What follows belongs to an exercise in optimizing a design on an open flow for small area; a production flow would make more cautious choices.
The RTL was checked by simulation tests, not by an equivalence proof against the original design.
No activity file was given, so power comes from the tool's default toggle rates.

[config.mk]
export PLATFORM = sky130hd
export DESIGN_NAME = csr_unit
export DESIGN_NICKNAME = csr_unit
export VERILOG_FILES = /design/flow/design.v
export SDC_FILE = /design/flow/constraint.sdc
export NUM_CORES = 4
export LEC_CHECK = 0
export CAP_MARGIN = 20
export CORE_MARGIN = 2
export CORE_UTILIZATION = 40
export SLEW_MARGIN = 20
export SYNTH_HIERARCHICAL = 1
[constraint.sdc]
create_clock -name core_clock -period 7.0 [get_ports {clk}]
set_input_delay 1.4000 -clock core_clock [delete_from_list [all_inputs] [get_ports {clk}]]
set_output_delay 1.4000 -clock core_clock [all_outputs]
set_load 0.01 [all_outputs]
[design.v]
package csr_pkg;
    typedef logic [63:0] xlen_t;
    typedef logic [11:0] csr_addr_t;
    typedef logic [2:0] reg_sel_t;
    typedef logic [1:0] redir_t;
    typedef enum logic [1:0] {
        PRIV_U = 2'b00,
        PRIV_S = 2'b01,
        PRIV_M = 2'b11
    } priv_e;
    typedef struct packed {
        logic  valid;
        xlen_t cause;
        xlen_t epc;
        xlen_t tval;
    } except_t;
    typedef struct packed {
        logic     trap;
        xlen_t    epc;
        xlen_t    cause;
        xlen_t    tval;
        reg_sel_t wr_sel;
        logic     wr_en;
        xlen_t    wr_data;
    } bank_upd_t;
    typedef struct packed {
        xlen_t tvec;
        xlen_t scratch;
        xlen_t epc;
        xlen_t cause;
        xlen_t tval;
    } bank_regs_t;
    typedef struct packed {
        logic [1:0] mpp;
        logic       spp;
        logic       mpie;
        logic       spie;
        logic       mie;
        logic       sie;
    } status_t;
    localparam int NUM_BANKS = 2;
    localparam int BANK_S    = 0;
    localparam int BANK_M    = 1;
    localparam reg_sel_t BANK_TVEC    = 3'd0;
    localparam reg_sel_t BANK_SCRATCH = 3'd1;
    localparam reg_sel_t BANK_EPC     = 3'd2;
    localparam reg_sel_t BANK_CAUSE   = 3'd3;
    localparam reg_sel_t BANK_TVAL    = 3'd4;
    localparam redir_t REDIR_NONE = 2'd0;
    localparam redir_t REDIR_TRAP = 2'd1;
    localparam redir_t REDIR_RET  = 2'd2;
    localparam csr_addr_t CSR_SSTATUS  = 12'h100;
    localparam csr_addr_t CSR_STVEC    = 12'h105;
    localparam csr_addr_t CSR_SSCRATCH = 12'h140;
    localparam csr_addr_t CSR_SEPC     = 12'h141;
    localparam csr_addr_t CSR_SCAUSE   = 12'h142;
    localparam csr_addr_t CSR_STVAL    = 12'h143;
    localparam csr_addr_t CSR_MSTATUS  = 12'h300;
    localparam csr_addr_t CSR_MEDELEG  = 12'h302;
    localparam csr_addr_t CSR_MTVEC    = 12'h305;
    localparam csr_addr_t CSR_MSCRATCH = 12'h340;
    localparam csr_addr_t CSR_MEPC     = 12'h341;
    localparam csr_addr_t CSR_MCAUSE   = 12'h342;
    localparam csr_addr_t CSR_MTVAL    = 12'h343;
endpackage
module trap_ctrl (
    input  logic               clk,
    input  logic               rst,
    input  logic               valid_wb,
    input  logic               csr_we_wb,
    input  csr_pkg::csr_addr_t csr_addr_wb,
    input  csr_pkg::xlen_t     csr_val_wb,
    input  csr_pkg::csr_addr_t csr_addr_id,
    input  logic [1:0]         csr_ret_wb,
    input  logic               exc_valid,
    input  csr_pkg::xlen_t     cause,
    input  csr_pkg::xlen_t     medeleg,
    output logic [4:0]         plain_en,    
    output logic [5:0]         trap_t,      
    output logic [5:0]         trap_w,
    output logic [5:0]         trap_h,
    output logic [10:0]        rd_sel,
    output logic [3:0]         pc_sel,
    output logic [6:0]         status_rd,   
    output csr_pkg::priv_e     priv,
    output logic               switch_mode
);
    logic exc;
    logic we;
    logic deleg;
    logic s_trap;
    logic m_trap;
    logic s_ret;
    logic m_ret;
    csr_pkg::status_t status;
    logic [4:0] plain_v;
    assign exc = exc_valid & valid_wb;
    assign we  = valid_wb & csr_we_wb;
    assign deleg  = (cause[63:6] == '0) & medeleg[cause[5:0]] & plain_v[4];
    assign s_trap = exc & (priv == csr_pkg::PRIV_S) & deleg;
    assign m_trap = exc & ~s_trap;
    assign s_ret  = csr_ret_wb[0] & ~exc;
    assign m_ret  = csr_ret_wb[1] & ~exc;
    assign switch_mode = exc | s_ret | m_ret;
    logic w_sstatus, w_mstatus;
    logic [4:0] w_plain;
    logic [5:0] w_trap;
    assign w_sstatus  = we & (csr_addr_wb == csr_pkg::CSR_SSTATUS);
    assign w_mstatus  = we & (csr_addr_wb == csr_pkg::CSR_MSTATUS);
    assign w_plain[0] = we & (csr_addr_wb == csr_pkg::CSR_STVEC);
    assign w_plain[1] = we & (csr_addr_wb == csr_pkg::CSR_SSCRATCH);
    assign w_plain[2] = we & (csr_addr_wb == csr_pkg::CSR_MTVEC);
    assign w_plain[3] = we & (csr_addr_wb == csr_pkg::CSR_MSCRATCH);
    assign w_plain[4] = we & (csr_addr_wb == csr_pkg::CSR_MEDELEG);
    assign w_trap[0]  = we & (csr_addr_wb == csr_pkg::CSR_SEPC);
    assign w_trap[1]  = we & (csr_addr_wb == csr_pkg::CSR_SCAUSE);
    assign w_trap[2]  = we & (csr_addr_wb == csr_pkg::CSR_STVAL);
    assign w_trap[3]  = we & (csr_addr_wb == csr_pkg::CSR_MEPC);
    assign w_trap[4]  = we & (csr_addr_wb == csr_pkg::CSR_MCAUSE);
    assign w_trap[5]  = we & (csr_addr_wb == csr_pkg::CSR_MTVAL);
    assign plain_en = w_plain;
    logic [5:0] tr;
    assign tr     = {{3{m_trap}}, {3{s_trap}}};
    assign trap_t = tr & {6{~rst}};
    assign trap_w = w_trap & ~tr & {6{~rst}};
    assign trap_h = ~w_trap & ~tr & {6{~rst}};
    always_ff @(posedge clk) begin
        if (rst) plain_v <= '0;
        else     plain_v <= plain_v | w_plain;
    end
    assign rd_sel[0]  = (csr_addr_id == csr_pkg::CSR_STVEC)    & plain_v[0];
    assign rd_sel[1]  = (csr_addr_id == csr_pkg::CSR_SSCRATCH) & plain_v[1];
    assign rd_sel[2]  = (csr_addr_id == csr_pkg::CSR_SEPC);
    assign rd_sel[3]  = (csr_addr_id == csr_pkg::CSR_SCAUSE);
    assign rd_sel[4]  = (csr_addr_id == csr_pkg::CSR_STVAL);
    assign rd_sel[5]  = (csr_addr_id == csr_pkg::CSR_MTVEC)    & plain_v[2];
    assign rd_sel[6]  = (csr_addr_id == csr_pkg::CSR_MSCRATCH) & plain_v[3];
    assign rd_sel[7]  = (csr_addr_id == csr_pkg::CSR_MEPC);
    assign rd_sel[8]  = (csr_addr_id == csr_pkg::CSR_MCAUSE);
    assign rd_sel[9]  = (csr_addr_id == csr_pkg::CSR_MTVAL);
    assign rd_sel[10] = (csr_addr_id == csr_pkg::CSR_MEDELEG)  & plain_v[4];
    logic r_sstatus, r_mstatus;
    assign r_sstatus = (csr_addr_id == csr_pkg::CSR_SSTATUS);
    assign r_mstatus = (csr_addr_id == csr_pkg::CSR_MSTATUS);
    always_comb begin
        status_rd[0]     = (r_sstatus | r_mstatus) & status.sie;
        status_rd[1]     = r_mstatus & status.mie;
        status_rd[2]     = (r_sstatus | r_mstatus) & status.spie;
        status_rd[3]     = r_mstatus & status.mpie;
        status_rd[4]     = (r_sstatus | r_mstatus) & status.spp;
        status_rd[6:5]   = {2{r_mstatus}} & status.mpp;
    end
    assign pc_sel[0] = m_trap & plain_v[2];
    assign pc_sel[1] = s_trap & plain_v[0];
    assign pc_sel[2] = m_ret;
    assign pc_sel[3] = s_ret & ~csr_ret_wb[1];
    always_ff @(posedge clk) begin
        if (rst) begin
            priv   <= csr_pkg::PRIV_M;
            status <= '0;
        end else if (m_trap) begin
            priv        <= csr_pkg::PRIV_M;
            status.mpie <= status.mie;
            status.mie  <= 1'b0;
            status.mpp  <= priv;
        end else if (s_trap) begin
            priv        <= csr_pkg::PRIV_S;
            status.spie <= status.sie;
            status.sie  <= 1'b0;
            status.spp  <= priv[0];
        end else if (m_ret) begin
            priv        <= csr_pkg::priv_e'(status.mpp);
            status.mie  <= status.mpie;
            status.mpie <= 1'b1;
            status.mpp  <= 2'b00;
        end else if (s_ret) begin
            priv        <= status.spp ? csr_pkg::PRIV_S : csr_pkg::PRIV_U;
            status.sie  <= status.spie;
            status.spie <= 1'b1;
            status.spp  <= 1'b0;
        end else if (w_mstatus) begin
            status.sie  <= csr_val_wb[1];
            status.mie  <= csr_val_wb[3];
            status.spie <= csr_val_wb[5];
            status.mpie <= csr_val_wb[7];
            status.spp  <= csr_val_wb[8];
            status.mpp  <= csr_val_wb[12:11];
        end else if (w_sstatus) begin
            status.sie  <= csr_val_wb[1];
            status.spie <= csr_val_wb[5];
            status.spp  <= csr_val_wb[8];
        end
    end
endmodule
module csr_reg64 (
    input  logic           clk,
    input  logic           en,
    input  csr_pkg::xlen_t d,
    output csr_pkg::xlen_t q
);
    always_ff @(posedge clk) begin
        if (en) q <= d;
    end
endmodule
module csr_trap_reg64 (
    input  logic           clk,
    input  logic           t,
    input  logic           w,
    input  logic           h,
    input  csr_pkg::xlen_t e,
    input  csr_pkg::xlen_t d,
    output csr_pkg::xlen_t q
);
    always_ff @(posedge clk) begin
        q <= ({64{t}} & e) | ({64{w}} & d) | ({64{h}} & q);
    end
endmodule
module csr_aoi222_64 (
    input  logic [2:0]     s,
    input  csr_pkg::xlen_t a,
    input  csr_pkg::xlen_t b,
    input  csr_pkg::xlen_t c,
    output csr_pkg::xlen_t y
);
    assign y = ~(({64{s[0]}} & a) | ({64{s[1]}} & b) | ({64{s[2]}} & c));
endmodule
module csr_aoi22_64 (
    input  logic [1:0]     s,
    input  csr_pkg::xlen_t a,
    input  csr_pkg::xlen_t b,
    output csr_pkg::xlen_t y
);
    assign y = ~(({64{s[0]}} & a) | ({64{s[1]}} & b));
endmodule
module csr_nand4_64 (
    input  csr_pkg::xlen_t a,
    input  csr_pkg::xlen_t b,
    input  csr_pkg::xlen_t c,
    input  csr_pkg::xlen_t d,
    output csr_pkg::xlen_t y
);
    assign y = ~(a & b & c & d);
endmodule
module csr_nand2_64 (
    input  csr_pkg::xlen_t a,
    input  csr_pkg::xlen_t b,
    output csr_pkg::xlen_t y
);
    assign y = ~(a & b);
endmodule
module csr_read_mux (
    input  logic [10:0]    sel,      
    input  csr_pkg::xlen_t stvec,
    input  csr_pkg::xlen_t sscratch,
    input  csr_pkg::xlen_t sepc,
    input  csr_pkg::xlen_t scause,
    input  csr_pkg::xlen_t stval,
    input  csr_pkg::xlen_t mtvec,
    input  csr_pkg::xlen_t mscratch,
    input  csr_pkg::xlen_t mepc,
    input  csr_pkg::xlen_t mcause,
    input  csr_pkg::xlen_t mtval,
    input  csr_pkg::xlen_t medeleg,
    output csr_pkg::xlen_t csr_val_id
);
    csr_pkg::xlen_t g0, g1, g2, g3;
    csr_aoi222_64 u_g0 (.s(sel[2:0]), .a(stvec),    .b(sscratch), .c(sepc),   .y(g0));
    csr_aoi222_64 u_g1 (.s(sel[5:3]), .a(scause),   .b(stval),    .c(mtvec),  .y(g1));
    csr_aoi222_64 u_g2 (.s(sel[8:6]), .a(mscratch), .b(mepc),     .c(mcause), .y(g2));
    csr_aoi22_64  u_g3 (.s(sel[10:9]), .a(mtval),   .b(medeleg),  .y(g3));
    csr_nand4_64  u_or (.a(g0), .b(g1), .c(g2), .d(g3), .y(csr_val_id));
endmodule
module csr_pc_mux (
    input  logic [3:0]     sel,      
    input  csr_pkg::xlen_t mtvec,
    input  csr_pkg::xlen_t stvec,
    input  csr_pkg::xlen_t mepc,
    input  csr_pkg::xlen_t sepc,
    output csr_pkg::xlen_t pc_csr
);
    csr_pkg::xlen_t g0, g1;
    csr_aoi22_64 u_g0 (.s(sel[1:0]), .a(mtvec), .b(stvec), .y(g0));
    csr_aoi22_64 u_g1 (.s(sel[3:2]), .a(mepc),  .b(sepc),  .y(g1));
    csr_nand2_64 u_or (.a(g0), .b(g1), .y(pc_csr));
endmodule
module csr_unit (
    input  logic               clk,
    input  logic               rst,
    input  logic               valid_wb,
    input  logic               csr_we_wb,
    input  csr_pkg::csr_addr_t csr_addr_wb,
    input  csr_pkg::xlen_t     csr_val_wb,
    input  csr_pkg::csr_addr_t csr_addr_id,
    input  csr_pkg::xlen_t     pc_wb,
    input  logic [1:0]         csr_ret_wb,
    input  csr_pkg::except_t   except_wb,
    output csr_pkg::xlen_t     csr_val_id,
    output csr_pkg::xlen_t     pc_csr,
    output csr_pkg::priv_e     priv,
    output logic               switch_mode
);
    logic [4:0]  plain_en;
    logic [5:0]  trap_t;
    logic [5:0]  trap_w;
    logic [5:0]  trap_h;
    logic [10:0] rd_sel;
    logic [3:0]  pc_sel;
    logic [6:0]  status_rd;
    csr_pkg::xlen_t rd_val;
    csr_pkg::xlen_t stvec, sscratch, sepc, scause, stval;
    csr_pkg::xlen_t mtvec, mscratch, mepc, mcause, mtval;
    csr_pkg::xlen_t medeleg;
    trap_ctrl trap_ctrl_inst (
        .clk        (clk),
        .rst        (rst),
        .valid_wb   (valid_wb),
        .csr_we_wb  (csr_we_wb),
        .csr_addr_wb(csr_addr_wb),
        .csr_val_wb (csr_val_wb),
        .csr_addr_id(csr_addr_id),
        .csr_ret_wb (csr_ret_wb),
        .exc_valid  (except_wb.valid),
        .cause      (except_wb.cause),
        .medeleg    (medeleg),
        .plain_en   (plain_en),
        .trap_t     (trap_t),
        .trap_w     (trap_w),
        .trap_h     (trap_h),
        .rd_sel     (rd_sel),
        .pc_sel     (pc_sel),
        .status_rd  (status_rd),
        .priv       (priv),
        .switch_mode(switch_mode)
    );
    csr_reg64 stvec_r    (.clk(clk), .en(plain_en[0]), .d(csr_val_wb), .q(stvec));
    csr_reg64 sscratch_r (.clk(clk), .en(plain_en[1]), .d(csr_val_wb), .q(sscratch));
    csr_reg64 mtvec_r    (.clk(clk), .en(plain_en[2]), .d(csr_val_wb), .q(mtvec));
    csr_reg64 mscratch_r (.clk(clk), .en(plain_en[3]), .d(csr_val_wb), .q(mscratch));
    csr_reg64 medeleg_r  (.clk(clk), .en(plain_en[4]), .d(csr_val_wb), .q(medeleg));
    csr_trap_reg64 sepc_r   (.clk(clk), .t(trap_t[0]), .w(trap_w[0]), .h(trap_h[0]),
                             .e(except_wb.epc),   .d(csr_val_wb), .q(sepc));
    csr_trap_reg64 scause_r (.clk(clk), .t(trap_t[1]), .w(trap_w[1]), .h(trap_h[1]),
                             .e(except_wb.cause), .d(csr_val_wb), .q(scause));
    csr_trap_reg64 stval_r  (.clk(clk), .t(trap_t[2]), .w(trap_w[2]), .h(trap_h[2]),
                             .e(except_wb.tval),  .d(csr_val_wb), .q(stval));
    csr_trap_reg64 mepc_r   (.clk(clk), .t(trap_t[3]), .w(trap_w[3]), .h(trap_h[3]),
                             .e(except_wb.epc),   .d(csr_val_wb), .q(mepc));
    csr_trap_reg64 mcause_r (.clk(clk), .t(trap_t[4]), .w(trap_w[4]), .h(trap_h[4]),
                             .e(except_wb.cause), .d(csr_val_wb), .q(mcause));
    csr_trap_reg64 mtval_r  (.clk(clk), .t(trap_t[5]), .w(trap_w[5]), .h(trap_h[5]),
                             .e(except_wb.tval),  .d(csr_val_wb), .q(mtval));
    csr_read_mux csr_read_mux_inst (
        .sel       (rd_sel),
        .stvec     (stvec),
        .sscratch  (sscratch),
        .sepc      (sepc),
        .scause    (scause),
        .stval     (stval),
        .mtvec     (mtvec),
        .mscratch  (mscratch),
        .mepc      (mepc),
        .mcause    (mcause),
        .mtval     (mtval),
        .medeleg   (medeleg),
        .csr_val_id(rd_val)
    );
    always_comb begin
        csr_val_id        = rd_val;
        csr_val_id[1]     = rd_val[1]  | status_rd[0];
        csr_val_id[3]     = rd_val[3]  | status_rd[1];
        csr_val_id[5]     = rd_val[5]  | status_rd[2];
        csr_val_id[7]     = rd_val[7]  | status_rd[3];
        csr_val_id[8]     = rd_val[8]  | status_rd[4];
        csr_val_id[12:11] = rd_val[12:11] | status_rd[6:5];
    end
    csr_pc_mux csr_pc_mux_inst (
        .sel   (pc_sel),
        .mtvec (mtvec),
        .stvec (stvec),
        .mepc  (mepc),
        .sepc  (sepc),
        .pc_csr(pc_csr)
    );
endmodule
[run.sh]
#!/bin/bash
# synth_recipe.tcl (not shown) runs the flow's synth.tcl, then flattens the netlist and writes it again
# the make line also repeats each setting of config.mk as NAME=value (left out here)
make -C /OpenROAD-flow-scripts/flow DESIGN_CONFIG=/design/flow/config.mk WORK_HOME=/design/flow/orfs CLKGATE_MAP_FILE= SYNTH_SCRIPT=/design/flow/synth_recipe.tcl finish
==> results of run 1 <==
[kinds of logic after synthesis]
kind of cell | count (synthesis)
AND/OR/NAND/NOR | 277
flip-flops | 718
buffers and inverters | 642
AO/OA/AOI/OAI | 808
multiplexers | 27
[cell type report]
type / instances / share of cell area
antenna: 8 / 0.000529
clock buffer: 119 / 0.0608
clock inverter: 24 / 0.00496
inverter: 394 / 0.0390
multi-input combinational: 1112 / 0.258
sequential: 718 / 0.464
tap: 1030 / 0.0340
timing repair buffer: 506 / 0.139
[placed cells by master (no fill, tap or decap), types with 6 or more instances in the layout]
master / n
inv_1: 393
dfxtp_1: 398
edfxtp_1: 320
clkdlybuf4s50_1: 416
diode_2: 8
nand4_1: 72
nor2_4: 10
nor2_1: 21
clkbuf_8: 11
or2_1: 7
and3_1: 6
nand2_1: 79
clkbuf_16: 82
clkinv_1: 8
a222oi_1: 576
buf_4: 56
nor3_1: 8
clkbuf_1: 26
buf_12: 33
a21oi_1: 9
mux4_2: 11
clkinv_2: 9
nor4_1: 15
o21ai_0: 6
nor3_2: 7
a22oi_1: 157
nand3_1: 11
a22oi_2: 36
mux2i_1: 14
[Yosys stat by module, one instance, submodules excluded, excerpt]
module | copies in the design | flip-flops and latches
csr_aoi22_64 | 3 | 0
csr_aoi222_64 | 3 | 0
csr_nand2_64 | 1 | 0
trap_ctrl | 1 | 14
csr_unit | 1 | 0
csr_reg64 | 5 | 64
csr_nand4_64 | 1 | 0
csr_trap_reg64 | 6 | 64
[layer usage]
layer  up-vias  routed length, um  GRT usage
met1     13259              45400      0.397
li1      10955                  -          -
met3       430              17800     0.0695
met2      2423              61200      0.511
met4        12               6840      0.168
met5         -                 81          0
[sequential cells by signal, indices dropped and copies added (netlist names)]
register,flops
mtval_r.q,64
stval_r.q,64
sepc_r.q,64
mtvec_r.q,64
sscratch_r.q,64
medeleg_r.q,64
mscratch_r.q,64
scause_r.q,64
stvec_r.q,64
mcause_r.q,64
mepc_r.q,64
trap_ctrl_inst.status,7
trap_ctrl_inst.plain_v,5
trap_ctrl_inst.priv,2
[report_power, final]
group / switching, W / internal, W
clock network: 0.00169 / 0.00235
logic: 0.000341 / 0.000246
registers: 0.0000414 / 0.00443
[metrics by stage]
stage                     hold slack, ns  setup slack [ns]   util  area (um2)
after floorplan                    0.432            0.0730      -       30900
after global placement             0.442             0.228  0.464       35300
after detailed placement           0.447             0.208  0.464       35400
after CTS                          0.464             0.194  0.497       37900
after global routing               0.472             0.118  0.497       37900
final                              0.462             0.268  0.497       37900
[worst max path at each step]
stage                              start         endpoint  slack (ns)
after detailed placement  except_wb[134]       pc_csr[36]        0.21
after global placement    except_wb[134]        pc_csr[1]        0.23
after CTS                 except_wb[134]       pc_csr[36]        0.19
after floorplan           csr_addr_wb[7]  mscratch_r.q[0]        0.07
final                     except_wb[134]       pc_csr[28]        0.27
after global routing      except_wb[134]        pc_csr[1]        0.12
[cell usage after synthesis, drive strengths merged (4+ instances only)]
cell type  number  area (um2)
a222oi        576        5770
dfxtp         398        7970
inv           394        1480
edfxtp        320        9610
buf           242        2300
a22oi         193        1630
nand2          79         297
nand4          72         450
nor2           31         116
nor4           17         106
nor3           15        75.1
mux2i          14         140
a21oi          13        76.3
mux4           11         248
nand3          11        55.1
and3            9        56.3
or2             9        56.3
and2            6        37.5
clkbuf          6        23.8
nor4b           6        52.6
o21ai           6        30.0
nand2b          5        31.3
or3             5        31.3
a311oi          4        41.3
[critical path, cell delays in order]
cell and delay (ns):
clkdlybuf4s50_1 0.51, nor4_1 0.70, buf_4 0.22, nand4_1 0.09
or4_1 0.59, a311oi_1 0.38, buf_4 0.22, nor3_2 0.08
buf_12 0.21, a22oi_1 0.24, nand2_1 0.14, clkdlybuf4s50_1 0.51
==> impl_metrics.ini, run 1 <==
[run_status]
status = finished clean

[global_routing]
antenna_found_initial = 16
grt_overflow = 0
track_usage = 0.316
grt_max_degree = 125
grt_pass1_vias = 26620
grt_pass1_wl_um = 183000

[final_layout]
drive_gt1_frac = 0.101
multi_input_area_mm2 = 0.00977
ff_latch_area_mm2 = 0.0176
finalNonFillerCells = 3911
syn2layout_area_growth_pct = 22.5
fillers = 6665
nets = 3160

[clock_network]
cts_root_buffer = clkbuf_16
ctsResizeCount = 0
cts_hold_buffers = 0
cts_made_buffers = 77
cts_tree = yes
postCtsSetupRepairBufs = 0
htreeDepth = 3
clock_latency_ns = 0.63
cts_sinks = 718
cts_buffer_depth = 3
cts.clk_slew.worst_paths_ns = 0.06

[synth]
synth_area_mm2 = 0.0309
synth_mux_area_frac = 0.0133
synthCells = 2472
synth_ff_type = dfxtp_1
synth_edf_count = 320
yosysSeqAreaShare = 0.568
synth_xor_area_frac = 0
synth_nets = 2823
synthAdderAreaFrac = 0
async_flop_share = 0
synth-compound-area-share = 0.248
synth.distinct_cells = 51
avgSynthCellArea_um2 = 12.5
yosysWarnings = 10
synth_top_family_by_area = compound AO/OA/AOI/OAI gates
synth_seq_cells = 718
synth-simple-area-share = 0.0472

[timing]
slew_headroom = 0.185
slew_violations = 0
fmax_mhz = 149
setup_viol = 0
fin_worst_skew_ns = 0.0270
worstMarginPinSlew_ns = 1.22
period_share = 0.962
finalHoldViolCount = 0
fin_setup_tns_ns = 0
rsz0062_at_grt = false
period_needed_ns = 6.73

[route]
wl_per_cell_um = 33.6
drt-initial-drc-count = 6341
first_pass_iters = 15
vias = 27079
ant_nets = 0
drc_errors = 0
wl_um = 131000
routed_via_density = 6.92

[worst_setup_path]
worst_r2r_endpoint = stval_r.q[27]
path_max_fanout = 38
r2r_start = medeleg_r.q[16]
required_ns = 5.60
crit_type = in2out
ff2ff_setup_slack_ns = 2.54
crit_path_start_kind = input port
critPathCaptureType = output pin
r2r_cells = 9
arrival_ns = 5.33

[floorplanning]
die_h_um = 282
dieArea_mm2 = 0.0795
initial_utilization = 0.406
design.core.area_mm2 = 0.0762
row_count = 101
die_w_um = 282
ioPinCount = 482

[power_and_ir_drop]
p_per_area_mw_per_mm2 = 240
p_leak_nw = 15.5
finalPower_w = 0.00910
peakVddDrop_mv = 0.173

[min_path]
hold_end = mtval_r.q[32]
hold_path_class = reg2reg
hold_depth = 2
worstHoldStart = mtval_r.q[32]

[run]
max_cap_viol_count = 0

[placement]
io_buffers = 417
place_inst = 3760
post-dp-hpwl_um = 77400
gp_congestion = 0.874
==> run 2, diff against run 1 <==
==> flow/run.sh (new file) <==
#!/bin/bash
# The standard ORFS layout (standard.sh), with two changes:
#  - port buffers use the smallest buffer, sky130_fd_sc_hd__buf_1, instead of
#    the resizer's default pick (clkdlybuf4s50_1);
#  - CTS clusters more flip-flops per leaf buffer and adds no dummy loads.
# Every tool's output goes to a log in this folder; ORFS's own per-step logs
# stay under orfs/logs/.
set -euo pipefail
export BUFFER_PORTS_ARGS="-buffer_cell sky130_fd_sc_hd__buf_1"
export CTS_ARGS="-sink_clustering_enable -repair_clock_nets -dont_use_dummy_load -sink_clustering_size 24 -sink_clustering_max_diameter 70 -buf_list {sky130_fd_sc_hd__clkbuf_4 sky130_fd_sc_hd__clkbuf_8 sky130_fd_sc_hd__clkbuf_16}"
bash standard.sh > standard.log 2>&1
==> standard.sh (new file) <==
#!/bin/bash
# synth_recipe.tcl (not shown) runs the flow's synth.tcl, then flattens the netlist and writes it again
# the make line also repeats each setting of config.mk as NAME=value (left out here)
make -C /OpenROAD-flow-scripts/flow DESIGN_CONFIG=/design/flow/config.mk WORK_HOME=/design/flow/orfs CLKGATE_MAP_FILE= SYNTH_SCRIPT=/design/flow/synth_recipe.tcl "${@:-finish}"
--- a/config.mk
+++ b/config.mk
@@ -9,3 +9,4 @@
 export CORE_MARGIN = 2
-export CORE_UTILIZATION = 40
+export CORE_UTILIZATION = 50
+export PLACE_DENSITY = 0.65
 export SLEW_MARGIN = 20
removed: run.sh
==> run 2 against run 1 <==
Compared with the run above:
- global-route usage increased by 5.1 points
- combinational power fell by 21%
- sequential cell count is the same
- wire length down 6.4%
- total power fell by 19%
- core utilization rose by 4.8 points
- synthesized cell count is the same
- final cell count is 8.6% lower
- clock power down 39%
- clock skew rose by 0.049 ns
- non-clock buffer count fell by 1
- worst hold slack better by 0.0069 ns
- critical path type unchanged
- largest cell class unchanged
==> impl_metrics.ini, run 2 <==
[run_status]
status = finished clean

[synth]
yosysSeqAreaShare = 0.568
synth_ff_type = dfxtp_1
yosysWarnings = 10
synth_area_leaders = edfxtp_1 31%, dfxtp_1 26%, a222oi_1 19%
synth_seq_cells = 718
synth.distinct_cells = 51
synth_edf_count = 320
synth_largest_area_cell = edfxtp_1
synth_common_cells = 576 x a222oi_1, 398 x dfxtp_1, 394 x inv_1
avgSynthCellArea_um2 = 12.5
synth_area_mm2 = 0.0309
async_flop_share = 0
synth_nets = 2823
synth.most_common_cell = a222oi_1
synthCells = 2472
yosysTopAreaCellShare = 0.311

[route]
met1_length_um = 41800
drc_errors = 0
routed-wl-met3_um = 19000
drt-initial-drc-count = 7070
vias = 26769
met2_length_um = 55500
routed_via_density = 7.49
first_pass_iters = 15
wl_per_cell_um = 34.4
wl_um = 123000
ant_nets = 0
top_layer = met5

[floorplanning]
initial_utilization = 0.504
dieArea_mm2 = 0.0638
ioPinCount = 482
die_w_um = 253
die_h_um = 253
row_count = 91
design.core.area_mm2 = 0.0614

[final_layout]
syn2layout_area_growth_pct = 8.24
final_common_cell = a222oi_1
final_cell_mix = 576 x a222oi_1, 416 x buf_1, 398 x dfxtp_1
final_core_util = 0.545
drive_gt1_frac = 0.0797
nets = 3125
fillers = 5214

[timing]
fin_worst_skew_ns = 0.0757
period_share = 0.871
finalHoldViolCount = 0
slew_violations = 0
setup_viol = 0
period_needed_ns = 6.10
fin_setup_tns_ns = 0
rsz0062_at_grt = false
fmax_mhz = 164
worstMarginPinSlew_ns = 1.20
slew_headroom = 0.202

[clock_network]
cts_sinks = 718
cts_tree = yes
cts_hold_buffers = 0
ctsResizeCount = 0
cts_made_buffers = 43
htreeDepth = 2
clock_latency_ns = 0.63
cts_buffer_depth = 3
postCtsSetupRepairBufs = 0
cts.clk_slew.worst_paths_ns = 0.08
cts_root_buffer = clkbuf_16

[power_and_ir_drop]
p_leak_nw = 13.7
p_per_area_mw_per_mm2 = 221
peakVddDrop_mv = 0.178
clkPwrFrac = 0.333
swShare = 0.236
p_int_w = 0.00565
switching_power_w = 0.00174
combPwrFrac = 0.063
power_frac_seq = 0.604

[placement]
io_buffers = 417
post-dp-hpwl_um = 73600
gp_congestion = 0.875

[global_routing]
grt_overflow = 0
track_usage = 0.368
grt_pass1_vias = 25653
grt_pass1_wl_um = 173000
antenna_found_initial = 27
grt_max_degree = 193

[run]
max_cap_viol_count = 0

[worst_setup_path]
required_ns = 5.60
worst_r2r_endpoint = mepc_r.q[32]
ff2ff_setup_slack_ns = 2.87
critPathCaptureType = output pin
r2r_cells = 11
crit_path_start_kind = input port
cp-startpoint = csr_addr_id[3]
crit_path_end = csr_val_id[49]
crit_type = in2out
path_max_fanout = 22
r2r_start = trap_ctrl_inst.priv[0]
arrival_ns = 4.70

[min_path]
hold_path_class = reg2reg
worstHoldStart = mcause_r.q[30]
[run 2: cell families (layout without fill, tap and decap cells)]
kind of cell | count (synthesis) | count (layout) | synth area share
other cells | 0 | 12 | 0
flops | 718 | 718 | 0.568
buf+inv | 642 | 942 | 0.123
compound gates | 808 | 808 | 0.248
mux | 27 | 27 | 0.0133
simple gates | 277 | 277 | 0.0472
[run 2: power groups by stage]
stage | Sequential, W | Combinational (W) | Clock (W)
5_1_grt | 0.00447 | 0.000482 | 0.00261
3_3_place_gp | 0.00456 | 0.000434 | 0
2_1_floorplan | 0.00455 | 0.000195 | 0
6_report | 0.00447 | 0.000466 | 0.00246
3_5_place_dp | 0.00456 | 0.000445 | 0
4_1_cts | 0.00446 | 0.000447 | 0.00246
[run 2: through the flow]
step | setup slack [ns] | instance area (um2) | hold slack, ns | instances | total power, W
3_3_place_gp | 0.984 | 32400 | 0.443 | 3519 | 0.00499
4_1_cts | 1.03 | 33400 | 0.468 | 3562 | 0.00737
2_1_floorplan | 0.0730 | 30900 | 0.432 | 2472 | 0.00474
3_5_place_dp | 1.05 | 32400 | 0.447 | 3519 | 0.00500
5_1_grt | 0.798 | 33500 | 0.490 | 3568 | 0.00756
6_report | 0.900 | 33500 | 0.469 | 3574 | 0.00739
[run 2: worst min-delay path by stage]
stage	to	cells past startpoint	slack (ns)
2_1_floorplan	trap_ctrl_inst.plain_v[1]	2	0.43
3_3_place_gp	trap_ctrl_inst.plain_v[1]	2	0.44
3_5_place_dp	mcause_r.q[56]	2	0.45
4_1_cts	mcause_r.q[60]	2	0.47
5_1_grt	stval_r.q[59]	2	0.49
6_report	mcause_r.q[30]	2	0.47
[run 2: cell type report]
class / instances / area (um2) / area share
sequential: 718 / 17600 / 0.525
multi-input combinational: 1112 / 9760 / 0.292
timing repair buffer: 505 / 2550 / 0.0763
inverter: 394 / 1480 / 0.0442
clock buffer: 43 / 1080 / 0.0322
tap: 790 / 988 / 0.0295
antenna: 12 / 30.0 / 0.000897
[run 2: worst max-delay path, cell delays in order]
cell	delay (ns)
buf_1	0.07
nor4_1	0.72
nand4b_1	0.54
nor2_4	0.90
buf_4	0.46
a222oi_1	0.17
nand4_1	0.25
buf_1	0.18
[run 2: Yosys stat by module, one instance, submodules excluded, a selection]
module,area [um2],flops+latches,cells,times used
csr_trap_reg64,2350,64,213,6
csr_aoi22_64,698,0,78,3
csr_nand2_64,240,0,64,1
csr_aoi222_64,833,0,85,3
csr_nand4_64,400,0,64,1
trap_ctrl,1900,14,250,1
csr_reg64,1920,64,64,5
csr_unit,43.8,0,7,1
[run 2: per-layer routing]
metal	global-route usage	vias to the layer above
met3	0.0932	470
met2	0.581	2511
met5	0	-
met4	0.185	28
met1	0.469	12941
li1	-	10819
==> run 3, diff against run 2 <==
==> flow/run.sh (replaced) <==
#!/bin/bash
# The standard ORFS layout (standard.sh), with these changes:
#  - after floorplan, logic gates that synthesis upsized go back to their
#    smallest drive strength (downsize.tcl); later repair re-sizes as needed;
#  - port buffers use the smallest buffer, sky130_fd_sc_hd__buf_1, instead of
#    the resizer's default pick (clkdlybuf4s50_1);
#  - CTS uses clkbuf_8, clusters more flip-flops per leaf buffer and adds no
#    dummy loads.
# Every tool's output goes to a log in this folder; ORFS's own per-step logs
# stay under orfs/logs/.
set -euo pipefail
export POST_FLOORPLAN_TCL="$(pwd)/flow/downsize.tcl"
export BUFFER_PORTS_ARGS="-buffer_cell sky130_fd_sc_hd__buf_1"
export CTS_ARGS="-sink_clustering_enable -repair_clock_nets -dont_use_dummy_load -sink_clustering_size 14 -sink_clustering_max_diameter 45 -buf_list {sky130_fd_sc_hd__clkbuf_8}"
bash standard.sh > standard.log 2>&1
==> flow/downsize.tcl (new file) <==
# Synthesis (ABC) upsizes some logic gates for loads it cannot see across
# module boundaries. Put every multi-drive logic gate back to its smallest
# drive strength (same function and pins); the later repair steps upsize or
# buffer again wherever slew, capacitance or timing needs it.
set n 0
foreach inst [get_cells *] {
  set ref [get_property $inst ref_name]
  if { ![regexp {^sky130_fd_sc_hd__([a-z0-9]+)_([0-9]+)$} $ref -> base drive] } { continue }
  if { $drive <= 1 } { continue }
  if { [regexp {^(df|edf|sdf|sedf|dl|clk|buf|conb|tap|fill|decap|diode)} $base] } { continue }
  foreach d {1 0} {
    set cand [get_lib_cells -quiet */sky130_fd_sc_hd__${base}_$d]
    if { [llength $cand] > 0 } {
      replace_cell [get_property $inst full_name] [get_property [lindex $cand 0] name]
      incr n
      break
    }
  }
}
puts "downsize.tcl: resized $n instances to their smallest drive strength"
--- a/config.mk
+++ b/config.mk
@@ -9,4 +9,4 @@
 export CORE_MARGIN = 2
-export CORE_UTILIZATION = 50
-export PLACE_DENSITY = 0.65
+export CORE_UTILIZATION = 45
+export PLACE_DENSITY = 0.6
 export SLEW_MARGIN = 20
==> run 3 against run 2 <==
Compared with the run above:
- still clean on timing, DRC and antenna
- sequential power is essentially flat
- global-route usage shrank 3.0 points
- sequential cell count is the same
- final cell count up 3.7%
- die area increased by 11%
- via count about the same
- largest cell class unchanged
- highest routed layer unchanged
==> impl_metrics.ini, run 3 <==
[run_status]
status = finished clean

[global_routing]
grt_pass1_vias = 26000
grt_overflow = 0
grt_pass1_wl_um = 177000
track_usage = 0.338
grt_max_degree = 112
antenna_found_initial = 25

[synth]
yosysWarnings = 10
synth_seq_cells = 718
synth-simple-area-share = 0.0472
synth.most_common_cell = a222oi_1
synth_top_family_by_area = compound AO/OA/AOI/OAI gates
synthAdderAreaFrac = 0
synth-compound-area-share = 0.248
yosysSeqAreaShare = 0.568
yosysTopAreaCellShare = 0.311
synth_largest_area_cell = edfxtp_1
synth_edf_count = 320
synth_area_leaders = edfxtp_1 31%, dfxtp_1 26%, a222oi_1 19%
synth_common_cells = 576 x a222oi_1, 398 x dfxtp_1, 394 x inv_1
synth_mux_area_frac = 0.0133
synth_xor_area_frac = 0
synthCells = 2472
synth_area_mm2 = 0.0309
synth_ff_type = dfxtp_1
avgSynthCellArea_um2 = 12.5
synth.distinct_cells = 51
async_flop_share = 0
synth_nets = 2823

[final_layout]
drive_gt1_frac = 0.0733
final_common_cell = a222oi_1
nets = 3165
fillers = 6152
final_cell_mix = 576 x a222oi_1, 416 x buf_1, 398 x dfxtp_1
syn2layout_area_growth_pct = 8.28

[placement]
gp_congestion = 0.868
io_buffers = 417
post-dp-hpwl_um = 76200

[worst_setup_path]
critical-path-top-delay-family = simple AND/OR/NAND/NOR gates
r2r_start = trap_ctrl_inst.priv[0]
path_max_fanout = 37
ff2ff_setup_slack_ns = 2.21
cpMaxStageDelayCell = nor4_1
critical-path-max-stage-delay_ns = 0.80
arrival_ns = 4.98
crit_type = in2out
required_ns = 5.60
crit_path_start_kind = input port
crit_chain = buf_1, nor4_1, buf_4, nand4_1, or4_1, a311oi_1, buf_4, and2_2, buf_12, a22oi_1, nand2_1, buf_1
path_buf_inv = 5
critPathCaptureType = output pin
r2r_cells = 10
worst_r2r_endpoint = mepc_r.q[25]

[clock_network]
cts_buffer_depth = 3
htreeDepth = 3
cts_root_buffer = clkbuf_8
cts.clk_slew.worst_paths_ns = 0.06
cts_sinks = 718
clock_latency_ns = 0.73
cts_hold_buffers = 0
postCtsSetupRepairBufs = 0
cts_tree = yes
cts_made_buffers = 89
ctsResizeCount = 0

[timing]
fin_worst_skew_ns = 0.0860
worstMarginPinSlew_ns = 1.08
finalHoldViolCount = 0
setup_viol = 0
slew_headroom = 0.277
fin_setup_tns_ns = 0
fmax_mhz = 157
period_needed_ns = 6.38
period_share = 0.912
slew_violations = 0
rsz0062_at_grt = false

[min_path]
hold_end = mcause_r.q[49]
hold_depth = 2
worstHoldStart = mcause_r.q[49]
hold_path_class = reg2reg

[route]
met2_length_um = 58000
ant_nets = 0
wl_um = 125000
top_layer = met5
drc_errors = 0
first_pass_iters = 14
wl_per_cell_um = 33.8
vias = 26789
routed_via_density = 7.23
met1_length_um = 43900
drt-initial-drc-count = 7310
routed-wl-met3_um = 16500

[power_and_ir_drop]
p_leak_nw = 13.8
peakVddDrop_mv = 0.177
finalPower_w = 0.00749
p_per_area_mw_per_mm2 = 224

[floorplanning]
dieArea_mm2 = 0.0708
row_count = 96
design.core.area_mm2 = 0.0683
initial_utilization = 0.452
die_h_um = 266
die_w_um = 266
ioPinCount = 482

[run]
max_cap_viol_count = 0
run 3: modules after synthesis (local to each module, per instance), excerpt:
| module | flip-flops and latches | times used | cell area, um2 | cells inside |
|---|---|---|---|---|
| csr_aoi22_64 | 0 | 3 | 698 | 78 |
| csr_trap_reg64 | 64 | 6 | 2350 | 213 |
| trap_ctrl | 14 | 1 | 1900 | 250 |
| csr_nand4_64 | 0 | 1 | 400 | 64 |
| csr_nand2_64 | 0 | 1 | 240 | 64 |
| csr_unit | 0 | 1 | 43.8 | 7 |
| csr_aoi222_64 | 0 | 3 | 833 | 85 |
| csr_reg64 | 64 | 5 | 1920 | 64 |
run 3: how the worst max path moves through the flow:
stage	start	end	slack, ns	cells past startpoint
after floorplan	csr_addr_wb[7]	mscratch_r.q[0]	0.07	3
final	except_wb[178]	pc_csr[37]	0.62	12
after global placement	except_wb[178]	pc_csr[37]	0.67	12
after CTS	except_wb[178]	pc_csr[62]	0.66	12
after global routing	except_wb[178]	pc_csr[62]	0.52	12
after detailed placement	except_wb[178]	pc_csr[37]	0.67	12
run 3: kinds of logic (layout without fill, tap and decap cells):
logic type      after synthesis  after routing
compound gates              808            808
buf+inv                     642            982
flops                       718            718
mux                          27             27
other cells                   0             12
simple gates                277            277
run 3: worst min-delay path, delay by kind of cell (launching register included):
family                 cells  cell delay (ns)
buffers and inverters      1             0.05
AO/OA/AOI/OAI              1             0.06
flip-flops                 1             0.32
run 3: layout make-up:
| cell class | instances | area [um2] | area share |
|---|---|---|---|
| tap | 882 | 1100 | 0.0330 |
| inverter | 394 | 1480 | 0.0442 |
| multi-input combinational | 1112 | 9610 | 0.287 |
| antenna | 12 | 30.0 | 0.000897 |
| timing repair buffer | 499 | 2460 | 0.0734 |
| clock buffer | 89 | 1220 | 0.0366 |
| sequential | 718 | 17600 | 0.525 |
run 3: metrics by stage:
step                      std cells  area, um2  setup WS (ns)  hold slack (ns)  utilization
after floorplan                2472      30900         0.0730            0.432            -
after global placement         3605      32200          0.671            0.442        0.471
after detailed placement       3605      32200          0.673            0.446        0.471
after CTS                      3694      33400          0.661            0.461        0.489
after global routing           3704      33500          0.518            0.483        0.490
final                          3706      33500          0.618            0.459        0.490
run 3: power breakdown:
| part | leakage, nW | total, W | internal [W] | switching [W] |
|---|---|---|---|---|
| clock network | 0.640 | 0.00256 | 0.00112 | 0.00144 |
| registers | 6.11 | 0.00447 | 0.00443 | 0.0000414 |
| logic | 7.04 | 0.000458 | 0.000126 | 0.000332 |
run 3: metal layers:
metal / vias up / track usage
met5: - / 0
met4: 32 / 0.171
met3: 404 / 0.0775
met2: 2372 / 0.547
met1: 13069 / 0.425
li1: 10912 / -
==> run 4, diff against run 3 <==
--- a/flow/run.sh
+++ b/flow/run.sh
@@ -13,3 +13,3 @@
 export BUFFER_PORTS_ARGS="-buffer_cell sky130_fd_sc_hd__buf_1"
-export CTS_ARGS="-sink_clustering_enable -repair_clock_nets -dont_use_dummy_load -sink_clustering_size 14 -sink_clustering_max_diameter 45 -buf_list {sky130_fd_sc_hd__clkbuf_8}"
+export CTS_ARGS="-sink_clustering_enable -repair_clock_nets -dont_use_dummy_load -sink_clustering_size 17 -sink_clustering_max_diameter 50 -buf_list {sky130_fd_sc_hd__clkbuf_8}"
 bash standard.sh > standard.log 2>&1
==> run 4 against run 3 <==
Compared with the run above:
- via count fell by 0.33%
- critical path type unchanged
- critical path depth did not move
- non-clock buffer count did not move
- still clean
- sequential cell count did not move
==> impl_metrics.ini, run 4 <==
[timing]
setup_slack_ns = 0.580
rsz0062_at_grt = false
slew_headroom = 0.281
setup_viol = 0
fin_setup_tns_ns = 0
fin_worst_skew_ns = 0.0928
period_share = 0.917
slew_violations = 0
finalHoldViolCount = 0
period_needed_ns = 6.42
worst_hold_slack_ns = 0.459
worstMarginPinSlew_ns = 1.08
fmax_mhz = 156

[placement]
place_ws_ns = 0.673
post-dp-hpwl_um = 76200
io_buffers = 417
gp_congestion = 0.868
place_area_mm2 = 0.0322

[clock_network]
cts_buffer_depth = 3
ctsResizeCount = 0
cts_hold_buffers = 0
cts_root_buffer = clkbuf_8
cts_tree = yes
cts_made_buffers = 80
clock_latency_ns = 0.74
cts.clk_slew.worst_paths_ns = 0.06
htreeDepth = 3
cts_sinks = 718
postCtsSetupRepairBufs = 0

[synth]
avgSynthCellArea_um2 = 12.5
yosysTopAreaCellShare = 0.311
async_flop_share = 0
synth_largest_area_cell = edfxtp_1
synth_edf_count = 320
synth_area_mm2 = 0.0309
synthCells = 2472
synth.distinct_cells = 51
synth_ff_type = dfxtp_1
synth_area_leaders = edfxtp_1 31%, dfxtp_1 26%, a222oi_1 19%
yosysSeqAreaShare = 0.568
synth_common_cells = 576 x a222oi_1, 398 x dfxtp_1, 394 x inv_1
synth.most_common_cell = a222oi_1
synth_seq_cells = 718
yosysWarnings = 10
synth_nets = 2823

[global_routing]
grt_overflow = 0
antenna_found_initial = 24
track_usage = 0.339
grt_max_degree = 112
grt_pass1_wl_um = 177000
grt_pass1_vias = 25947

[power_and_ir_drop]
p_per_area_mw_per_mm2 = 221
p_leak_nw = 13.7
combPwrFrac = 0.062
power_frac_seq = 0.607
swShare = 0.244
p_int_w = 0.00557
switching_power_w = 0.00179
peakVddDrop_mv = 0.189
clkPwrFrac = 0.331

[final_layout]
final_cell_mix = 576 x a222oi_1, 416 x buf_1, 398 x dfxtp_1
nets = 3156
syn2layout_area_growth_pct = 7.86
final_core_util = 0.488
fin_area_mm2 = 0.0333
drive_gt1_frac = 0.0703
final_common_cell = a222oi_1

[route]
wl_per_cell_um = 33.9
drt-initial-drc-count = 7250
first_pass_iters = 17
drc_errors = 0
routed_via_density = 7.23
ant_nets = 0
wl_um = 125000
vias = 26701

[worst_setup_path]
cpMaxStageDelayCell = nor4_1
critical-path-max-stage-delay_ns = 0.86
crit_type = in2out
critPathCaptureType = output pin
crit_top_cell = buf_4
crit_path_start_kind = input port
crit_chain = buf_1, nor4_1, buf_4, nand4_1, or4_1, a311oi_1, buf_4, nor3_2, buf_4, a22oi_1, nand2_1, buf_1
arrival_ns = 5.02
r2r_cells = 10
path_max_fanout = 29
required_ns = 5.60

[min_path]
hold_path_class = reg2reg
hold_depth = 2

[floorplanning]
ioPinCount = 482
die_w_um = 266
row_count = 96
dieArea_mm2 = 0.0708
die_h_um = 266
design.core.area_mm2 = 0.0683
initial_utilization = 0.452

[run]
max_cap_viol_count = 0

[run_status]
status = finished clean
[run 4: layout make-up]
| cell class | count | area [um2] |
|---|---|---|
| sequential | 718 | 17600 |
| multi-input combinational | 1112 | 9610 |
| antenna | 10 | 25.0 |
| inverter | 394 | 1480 |
| clock buffer | 80 | 1100 |
| tap | 882 | 1100 |
| timing repair buffer | 499 | 2460 |
| fill | 6146 | 35000 |
[run 4: stage by stage]
stage          cells  power [W]
4_1_cts         3685    0.00736
3_5_place_dp    3605    0.00500
3_3_place_gp    3605    0.00499
6_report        3695    0.00736
5_1_grt         3692    0.00755
2_1_floorplan   2472    0.00474
[run 4: cells by family after synthesis]
kind of cell / Yosys count / share of synthesized area
AO/OA/AOI/OAI: 808 / 0.248
AND/OR/NAND/NOR: 277 / 0.0472
buffers and inverters: 642 / 0.123
multiplexers: 27 / 0.0133
flip-flops: 718 / 0.568
[run 4: Yosys stat by module, one instance, submodules excluded, excerpt]
module          copies in the design  cells
csr_unit                           1      7
csr_reg64                          5     64
csr_nand2_64                       1     64
csr_nand4_64                       1     64
csr_aoi22_64                       3     78
csr_trap_reg64                     6    213
trap_ctrl                          1    250
[run 4: worst paths after layout]
path                           from              to  slack, ns
min reg2reg          mcause_r.q[49]  mcause_r.q[49]       0.46
min                  mcause_r.q[49]  mcause_r.q[49]       0.46
max reg2reg  trap_ctrl_inst.priv[0]    mepc_r.q[42]       2.15
max                  except_wb[178]       pc_csr[2]       0.58
[run 4: power by group through the flow]
| stage | clock network [W] | registers, W | logic [W] |
|---|---|---|---|
| 2_1_floorplan | 0 | 0.00455 | 0.000195 |
| 3_3_place_gp | 0 | 0.00456 | 0.000430 |
| 3_5_place_dp | 0 | 0.00456 | 0.000443 |
| 4_1_cts | 0.00245 | 0.00447 | 0.000444 |
| 5_1_grt | 0.00260 | 0.00447 | 0.000477 |
| 6_report | 0.00243 | 0.00447 | 0.000458 |
[run 4: critical path: cells and delay by family]
family / cells / cell delay (ns)
compound gates: 2 / 0.55
simple gates: 5 / 1.93
buf+inv: 5 / 1.11
[run 4: metal layers]
layer	GRT usage	wire (um)	vias to the layer above
met5	0	249	-
met4	0.169	6140	32
met3	0.0826	16400	403
met2	0.549	58400	2260
met1	0.422	44100	13112
li1	-	-	10894
==> run 5, diff against run 4 <==
--- a/flow/run.sh
+++ b/flow/run.sh
@@ -6,3 +6,3 @@
 #    the resizer's default pick (clkdlybuf4s50_1);
-#  - CTS uses clkbuf_8, clusters more flip-flops per leaf buffer and adds no
+#  - CTS uses clkbuf_16, clusters more flip-flops per leaf buffer and adds no
 #    dummy loads.
@@ -13,3 +13,3 @@
 export BUFFER_PORTS_ARGS="-buffer_cell sky130_fd_sc_hd__buf_1"
-export CTS_ARGS="-sink_clustering_enable -repair_clock_nets -dont_use_dummy_load -sink_clustering_size 17 -sink_clustering_max_diameter 50 -buf_list {sky130_fd_sc_hd__clkbuf_8}"
+export CTS_ARGS="-sink_clustering_enable -repair_clock_nets -dont_use_dummy_load -sink_clustering_size 28 -sink_clustering_max_diameter 65 -buf_list {sky130_fd_sc_hd__clkbuf_16}"
 bash standard.sh > standard.log 2>&1
==> run 5 against run 4 <==
Compared with the run above:
- core utilization barely moved
- critical path type unchanged
- largest cell class unchanged
- synthesized cell count unchanged
- clock power is 2% higher
- critical path depth did not move
- combinational power is essentially flat
- clock-buffer cell count down 37
==> impl_metrics.ini, run 5 <==
[power_and_ir_drop]
p_leak_nw = 13.7
finalPower_w = 0.00739
peakVddDrop_mv = 0.195
p_per_area_mw_per_mm2 = 222

[clock_network]
ctsResizeCount = 0
cts.clk_slew.worst_paths_ns = 0.07
postCtsSetupRepairBufs = 0
cts_made_buffers = 43
cts_root_buffer = clkbuf_16
cts_tree = yes
clock_latency_ns = 0.64
cts_buffer_depth = 3
cts_hold_buffers = 0
cts_sinks = 718
htreeDepth = 2

[synth]
synthCells = 2472
synth_largest_area_cell = edfxtp_1
synth_ff_type = dfxtp_1
synth_common_cells = 576 x a222oi_1, 398 x dfxtp_1, 394 x inv_1
synth.most_common_cell = a222oi_1
synth_area_leaders = edfxtp_1 31%, dfxtp_1 26%, a222oi_1 19%
async_flop_share = 0
synth_nets = 2823
yosysWarnings = 10
avgSynthCellArea_um2 = 12.5
yosysTopAreaCellShare = 0.311
synth_seq_cells = 718
yosysSeqAreaShare = 0.568
synth_edf_count = 320
synth.distinct_cells = 51
synth_area_mm2 = 0.0309

[min_path]
hold_path_class = reg2reg
hold_end = mcause_r.q[11]
worstHoldStart = mcause_r.q[11]
hold_depth = 2

[floorplanning]
initial_utilization = 0.452
dieArea_mm2 = 0.0708
die_w_um = 266
design.core.area_mm2 = 0.0683
ioPinCount = 482
die_h_um = 266
row_count = 96

[global_routing]
grt_pass1_vias = 25676
antenna_found_initial = 20
grt_pass1_wl_um = 176000
grt_max_degree = 112
track_usage = 0.336
grt_overflow = 0

[worst_setup_path]
r2r_start = trap_ctrl_inst.priv[0]
critPathCaptureType = output pin
ff2ff_setup_slack_ns = 2.03
crit_path_start_kind = input port
required_ns = 5.60
r2r_cells = 10
path_max_fanout = 37
crit_type = in2out
arrival_ns = 5.12
worst_r2r_endpoint = mepc_r.q[31]

[route]
routed_via_density = 7.26
drt-initial-drc-count = 7346
wl_per_cell_um = 34.1
wl_um = 125000
first_pass_iters = 15
ant_nets = 0
vias = 26543
drc_errors = 0

[final_layout]
syn2layout_area_growth_pct = 7.77
nets = 3119
drive_gt1_frac = 0.0578
final_common_cell = a222oi_1
final_core_util = 0.488
final_cell_mix = 576 x a222oi_1, 416 x buf_1, 398 x dfxtp_1

[run]
max_cap_viol_count = 0

[timing]
fin_worst_skew_ns = 0.0897
period_needed_ns = 6.52
finalHoldViolCount = 0
fmax_mhz = 153
rsz0062_at_grt = false
slew_headroom = 0.269
setup_viol = 0
slew_violations = 0
period_share = 0.932
fin_setup_tns_ns = 0
worstMarginPinSlew_ns = 1.10

[run_status]
status = finished clean

[placement]
io_buffers = 417
gp_congestion = 0.868
post-dp-hpwl_um = 76200
## run 5: cell counts after synthesis
Identical to the previous run, type by type.
## run 5: final cells by class
| class | count | area, um2 |
|---|---|---|
| antenna | 9 | 22.5 |
| clock buffer | 43 | 1080 |
| fill | 6134 | 35000 |
| inverter | 394 | 1480 |
| multi-input combinational | 1112 | 9610 |
| sequential | 718 | 17600 |
| tap | 882 | 1100 |
| timing repair buffer | 499 | 2460 |
## run 5: Yosys stat by module, one instance, submodules excluded, excerpt
| module | area [um2] | cells inside |
|---|---|---|
| csr_reg64 | 1920 | 64 |
| csr_aoi22_64 | 698 | 78 |
| trap_ctrl | 1900 | 250 |
| csr_unit | 43.8 | 7 |
| csr_nand4_64 | 400 | 64 |
| csr_trap_reg64 | 2350 | 213 |
| csr_aoi222_64 | 833 | 85 |
| csr_nand2_64 | 240 | 64 |
## run 5: routing by layer
layer | global-route usage | part of all wire
met1 | 0.424 | 0.35
met2 | 0.550 | 0.47
met3 | 0.0746 | 0.14
met4 | 0.157 | 0.046
met5 | 0 | 0.0014
## run 5: per-stage QoR
stage                     instances  setup WS, ns  hold WS [ns]  instance area [um2]
after CTS                      3648         0.660         0.468                33300
after global routing           3654         0.498         0.480                33300
after detailed placement       3605         0.673         0.446                32200
after floorplan                2472        0.0730         0.432                30900
final                          3657         0.478         0.467                33300
after global placement         3605         0.671         0.442                32200
## run 5: worst max-delay path, cell delays in order
cell and delay [ns]:
buf_1 0.13, nor4_1 0.92, buf_4 0.28, nand4_1 0.25
or4_1 0.61, a311oi_1 0.28, buf_4 0.21, and2_2 0.21
buf_12 0.28, a22oi_1 0.11, nand2_1 0.22, buf_1 0.19
## run 5: logic make-up after synthesis
logic type | Yosys count | share of synthesized area
buf+inv | 642 | 0.123
compound gates | 808 | 0.248
flops | 718 | 0.568
mux | 27 | 0.0133
simple gates | 277 | 0.0472
## run 5: worst max-delay path by stage
stage	slack [ns]	startpoint	to
global route	0.50	except_wb[178]	pc_csr[62]
detailed placement	0.67	except_wb[178]	pc_csr[37]
global placement	0.67	except_wb[178]	pc_csr[37]
finish	0.48	except_wb[178]	pc_csr[62]
CTS	0.66	except_wb[178]	pc_csr[61]
floorplan	0.07	csr_addr_wb[7]	mscratch_r.q[0]
## run 5: power breakdown
group | switching [W] | internal [W]
sequential | 0.0000418 | 0.00442
combinational | 0.000332 | 0.000126
clock | 0.00137 | 0.00109
total | 0.00175 | 0.00564

==> re-timing with driven ports <==
Ports are ideal in the flow. The routed layouts listed here were re-timed in OpenROAD. Step 1 sets driving cells, clkbuf_16 on the clock port and buf_2 on the other inputs (assumed; they add their load-dependent delay and slew). Step 2 times the ports against the registers' clock, not the clock port: input delays grow and output delays shrink by t, the midpoint of the rising clock arrivals with the driver on. a / b / c = no drivers / after step 1 / after step 2; a / b = the first two.
run | t, ns | setup slack, ns | worst setup path at the end | worst data-port slew with drivers (ns)
run 1 | 0.685 | 0.268 / 0.246 / 0.246 | input to output | 0.13
run 2 | 0.648 | 0.900 / 0.878 / 0.878 | input to output | 0.12
run 3 | 0.748 | 0.618 / 0.596 / 0.596 | input to output | 0.14
run 4 | 0.754 | 0.580 / 0.558 / 0.558 | input to output | 0.15
run 5 | 0.664 | 0.478 / 0.456 / 0.456 | input to output | 0.14
After both steps every run listed still meets setup and hold.
